This design comes from an exercise in tuning for small area and a short achievable clock period on the open sky130 flow, not from production work.
In this exercise RTL edits were held to simulation tests only and were not proved equivalent to the original.
Power and IR drop assume default switching activity.

Setup of run 4:
==> module reg_file_sb, before the edit <==
module reg_file_sb
#(
    parameter int               XLEN    = rf_pkg::XLEN_DEF,
    parameter int               NREGS   = rf_pkg::NREGS_DEF,
    parameter int               NRD     = 2,
    parameter int               SP_IDX  = 2,
    parameter logic [XLEN-1:0]  SP_INIT = XLEN'('h200),
    parameter bit               BYPASS  = 1'b1,
    localparam int              AW      = $clog2(NREGS)
) (
    input  logic                clk,
    input  logic                rst_n,
    input  logic [NRD*AW-1:0]   rd_addr,
    output logic [NRD*XLEN-1:0] rd_data,
    output logic [NRD-1:0]      rd_busy,
    input  logic                wr_en,
    input  logic [AW-1:0]       wr_addr,
    input  logic [XLEN-1:0]     wr_data,
    input  logic                iss_en,
    input  logic [AW-1:0]       iss_rd,
    output logic                iss_stall,
    input  logic                flush,
    output logic [AW:0]         busy_cnt
);
    localparam int LOW = 2;
    localparam int HIW = AW - LOW;
    logic [XLEN-1:0]  regs [NREGS];    
    logic [NREGS-1:0] nwr;             
    logic [NREGS-1:0] wr_dec;          
    logic [NREGS-1:0] rd_ok;           
    logic [NREGS-1:0] busy;
    logic [2**LOW-1:0] wlo;            
    logic [2**HIW-1:0] whi;            
    logic             wr_live;
    assign wr_live = wr_en && (wr_addr != AW'(rf_pkg::REG_ZERO));
    for (genvar j = 0; j < 2**LOW; j++) begin : g_wlo
        assign wlo[j] = wr_en && (wr_addr[LOW-1:0] == LOW'(j));
    end
    for (genvar j = 0; j < 2**HIW; j++) begin : g_whi
        assign whi[j] = (wr_addr[AW-1:LOW] == HIW'(j));
    end
    assign nwr[0]    = 1'b1;
    assign wr_dec[0] = 1'b0;
    assign rd_ok[0]  = 1'b0;
    for (genvar i = 1; i < NREGS; i++) begin : g_reg
        assign wr_dec[i] = wlo[i % 2**LOW] && whi[i / 2**LOW];
        always_ff @(posedge clk) begin
            if (wr_dec[i]) regs[i] <= wr_data;
        end
        always_ff @(posedge clk or negedge rst_n) begin
            if (!rst_n)         nwr[i] <= 1'b1;
            else if (wr_dec[i]) nwr[i] <= 1'b0;
        end
        rf_a21oi u_ok (
            .a1 (wlo[i % 2**LOW]),
            .a2 (whi[i / 2**LOW]),
            .b1 (nwr[i]),
            .y  (rd_ok[i])
        );
    end
    rf_scoreboard #(
        .NREGS (NREGS),
        .AW    (AW)
    ) u_scoreboard (
        .clk       (clk),
        .rst_n     (rst_n),
        .wr_en     (wr_en),
        .wr_addr   (wr_addr),
        .wr_dec    (wr_dec),
        .iss_en    (iss_en),
        .iss_rd    (iss_rd),
        .flush     (flush),
        .iss_stall (iss_stall),
        .busy      (busy),
        .busy_cnt  (busy_cnt)
    );
    localparam int NPAIR = NREGS + 1;
    localparam int NGRP  = (NPAIR + 2) / 3;       
    localparam int NH = 2;
    localparam int HB = XLEN / NH;                
    for (genvar k = 0; k < NRD; k++) begin : g_rd
        logic [AW-1:0]     addr;
        logic [NREGS-1:0]  dec;
        logic              fwd;
        logic [NPAIR-1:0]  sel [NH];
        assign addr = rd_addr[k*AW +: AW];
        assign fwd = BYPASS && wr_live && (wr_addr == addr);
        for (genvar h = 0; h < NH; h++) begin : g_half
            logic [2**LOW-1:0] plo;
            logic [2**HIW-1:0] phi;
            for (genvar j = 0; j < 2**LOW; j++) begin : g_plo
                rf_eq #(.W(LOW), .V(j)) u_eq (.a(addr[LOW-1:0]), .y(plo[j]));
            end
            for (genvar j = 0; j < 2**HIW; j++) begin : g_phi
                rf_eq #(.W(HIW), .V(j)) u_eq (.a(addr[AW-1:LOW]), .y(phi[j]));
            end
            assign sel[h][0] = fwd;
            for (genvar i = 1; i < NREGS; i++) begin : g_sel
                rf_and3 u_sel (
                    .a (plo[i % 2**LOW]),
                    .b (phi[i / 2**LOW]),
                    .c (rd_ok[i]),
                    .y (sel[h][i])
                );
            end
            assign sel[h][NREGS] = dec[SP_IDX] && nwr[SP_IDX] && !wr_dec[SP_IDX];
            if (h == 0) begin : g_dec
                for (genvar i = 0; i < NREGS; i++) begin : g_d
                    assign dec[i] = plo[i % 2**LOW] && phi[i / 2**LOW];
                end
            end
        end
        for (genvar b = 0; b < XLEN; b++) begin : g_bit
            logic [NPAIR-1:0] src;
            logic [NGRP-1:0]  grp_n;
            assign src[0]     = wr_data[b];
            assign src[NREGS] = SP_INIT[b];
            for (genvar i = 1; i < NREGS; i++) begin : g_src
                assign src[i] = regs[i][b];
            end
            logic [NPAIR-1:0] bsel;
            assign bsel = sel[b / HB];
            for (genvar g = 0; g < NGRP - 1; g++) begin : g_grp
                rf_aoi222 u_aoi (
                    .a1(bsel[3*g]),   .a2(src[3*g]),
                    .b1(bsel[3*g+1]), .b2(src[3*g+1]),
                    .c1(bsel[3*g+2]), .c2(src[3*g+2]),
                    .y (grp_n[g])
                );
            end
            if (SP_INIT[b]) begin : g_sp
                rf_aoi222 u_aoi_last (
                    .a1(bsel[NPAIR-3]), .a2(src[NPAIR-3]),
                    .b1(bsel[NPAIR-2]), .b2(src[NPAIR-2]),
                    .c1(bsel[NPAIR-1]), .c2(src[NPAIR-1]),
                    .y (grp_n[NGRP-1])
                );
            end else begin : g_nosp
                assign grp_n[NGRP-1] = ~((bsel[NPAIR-3] & src[NPAIR-3]) |
                                         (bsel[NPAIR-2] & src[NPAIR-2]));
            end
            rf_or_n #(.N(NGRP)) u_or (.a_n(grp_n), .y(rd_data[k*XLEN + b]));
        end
        assign rd_busy[k] = |(dec & busy) && !fwd;
    end
endmodule
export LEC_CHECK = 0
export CAP_MARGIN = 20
export CORE_MARGIN = 2
export CORE_UTILIZATION = 40
export SLEW_MARGIN = 20
export SYNTH_HIERARCHICAL = 1
create_clock -name core_clock -period 26.0 [get_ports {clk}]
standard.sh (not shown) runs the stock make flow with config.mk's settings and CLKGATE_MAP_FILE= SYNTH_SCRIPT=/design/flow/synth_recipe.tcl, a recipe that flattens the netlist after the stock synthesis.
==> flow/flow/run.sh <==
#!/bin/bash
# Standard layout (the standard.sh on the ORFS make targets) with:
#  - port buffers made from buf_4 cells instead of the default delay buffers;
#  - clock-tree synthesis with larger sink clusters and no dummy loads;
#  - timing repair aiming for extra setup slack on the port-to-port paths.
# ORFS writes each step's log under orfs/logs; make's output is standard.log.
set -euo pipefail
bash standard.sh \
  "BUFFER_PORTS_ARGS=-buffer_cell sky130_fd_sc_hd__buf_4" \
  "CTS_ARGS=-sink_clustering_enable -repair_clock_nets -dont_use_dummy_load -sink_clustering_size 24 -sink_clustering_max_diameter 100" \
  "SETUP_SLACK_MARGIN=13.2" \
  finish > standard.log 2>&1
#### Input delta (run 1 over run 4)
--- a/flow/design.v
+++ b/flow/design.v
@@ -157,8 +157,10 @@
     assign wr_live = wr_en && (wr_addr != AW'(rf_pkg::REG_ZERO));
     for (genvar j = 0; j < 2**LOW; j++) begin : g_wlo
-        assign wlo[j] = wr_en && (wr_addr[LOW-1:0] == LOW'(j));
+        rf_eq #(.W(LOW+1), .V(2**LOW + j)) u_eq (
+            .a ({wr_en, wr_addr[LOW-1:0]}), .y (wlo[j])
+        );
     end
     for (genvar j = 0; j < 2**HIW; j++) begin : g_whi
-        assign whi[j] = (wr_addr[AW-1:LOW] == HIW'(j));
+        rf_eq #(.W(HIW), .V(j)) u_eq (.a(wr_addr[AW-1:LOW]), .y(whi[j]));
     end
     assign nwr[0]    = 1'b1;
### Flow results
Run 1 | status: complete | timing, DRC, antenna: pass
Run 1: wire length lower than run 4
Run 1 vs run 4, count of buffers added by post-CTS timing repair for setup went down by 2.
Clock-pin transition on the worst setup and hold timing paths (run 1 over run 4): increase, 40 ps
Cell area | run 1 vs run 4 | run 1 smaller
Signed area change from the synthesized netlist to the final layout: run 1 vs run 4 down 1.7 points
When run 1 is measured against run 4, its fraction of met2 tracks used by global routing turns out 1.5 points lower.
Of run 1 and run 4, the lower number of standard-cell rows in the floorplan belongs to run 4.
Run 4 has a higher wire length per cell after detailed routing than run 1.
Of the two values seen for master of the slowest instance on the critical path, and3_2 was produced by run 4 and a222oi_1 by run 1.
Run 4 has higher maximum frequency than run 1.
Share of total power in combinational logic: run 1 vs run 4 — no meaningful difference
Sequential share of layout area in run 1 vs run 4: up 0.91 points
Via count (run 1 over run 4): decrease, 2.8%
Antenna diode instance count sits lower in run 1 than in run 4.

[port drivers added, routing unchanged]
No port has a modelled driver above. Below, the same layouts with a new extraction and two added sets of constraints. Step 1 (the two cells are an assumption about what drives the block):
set clk [get_ports {clk}]
set_driving_cell -lib_cell sky130_fd_sc_hd__clkbuf_16 $clk
set_driving_cell -lib_cell sky130_fd_sc_hd__buf_2 [delete_from_list [all_inputs] $clk]
Step 2 also shifts input and output timing later by t, the mid clock arrival at the registers, as if the neighbouring blocks saw the same clock. Slacks: ideal / step 1 / step 2; pairs: ideal / step 1.
run	t, ns	setup slack, ns	worst hold slack (ns)	worst setup path after step 2
run 4	0.746	13.150 / 13.028 / 13.028	0.490 / 0.490 / 0.490	input to output
run 1	0.711	13.106 / 13.072 / 13.072	0.497 / 0.497 / 0.497	input to output
After both steps every run listed still meets setup and hold. The setup slack of run 4, which loses most, moves by -0.122 ns with the drivers and by -0.122 ns with both steps.
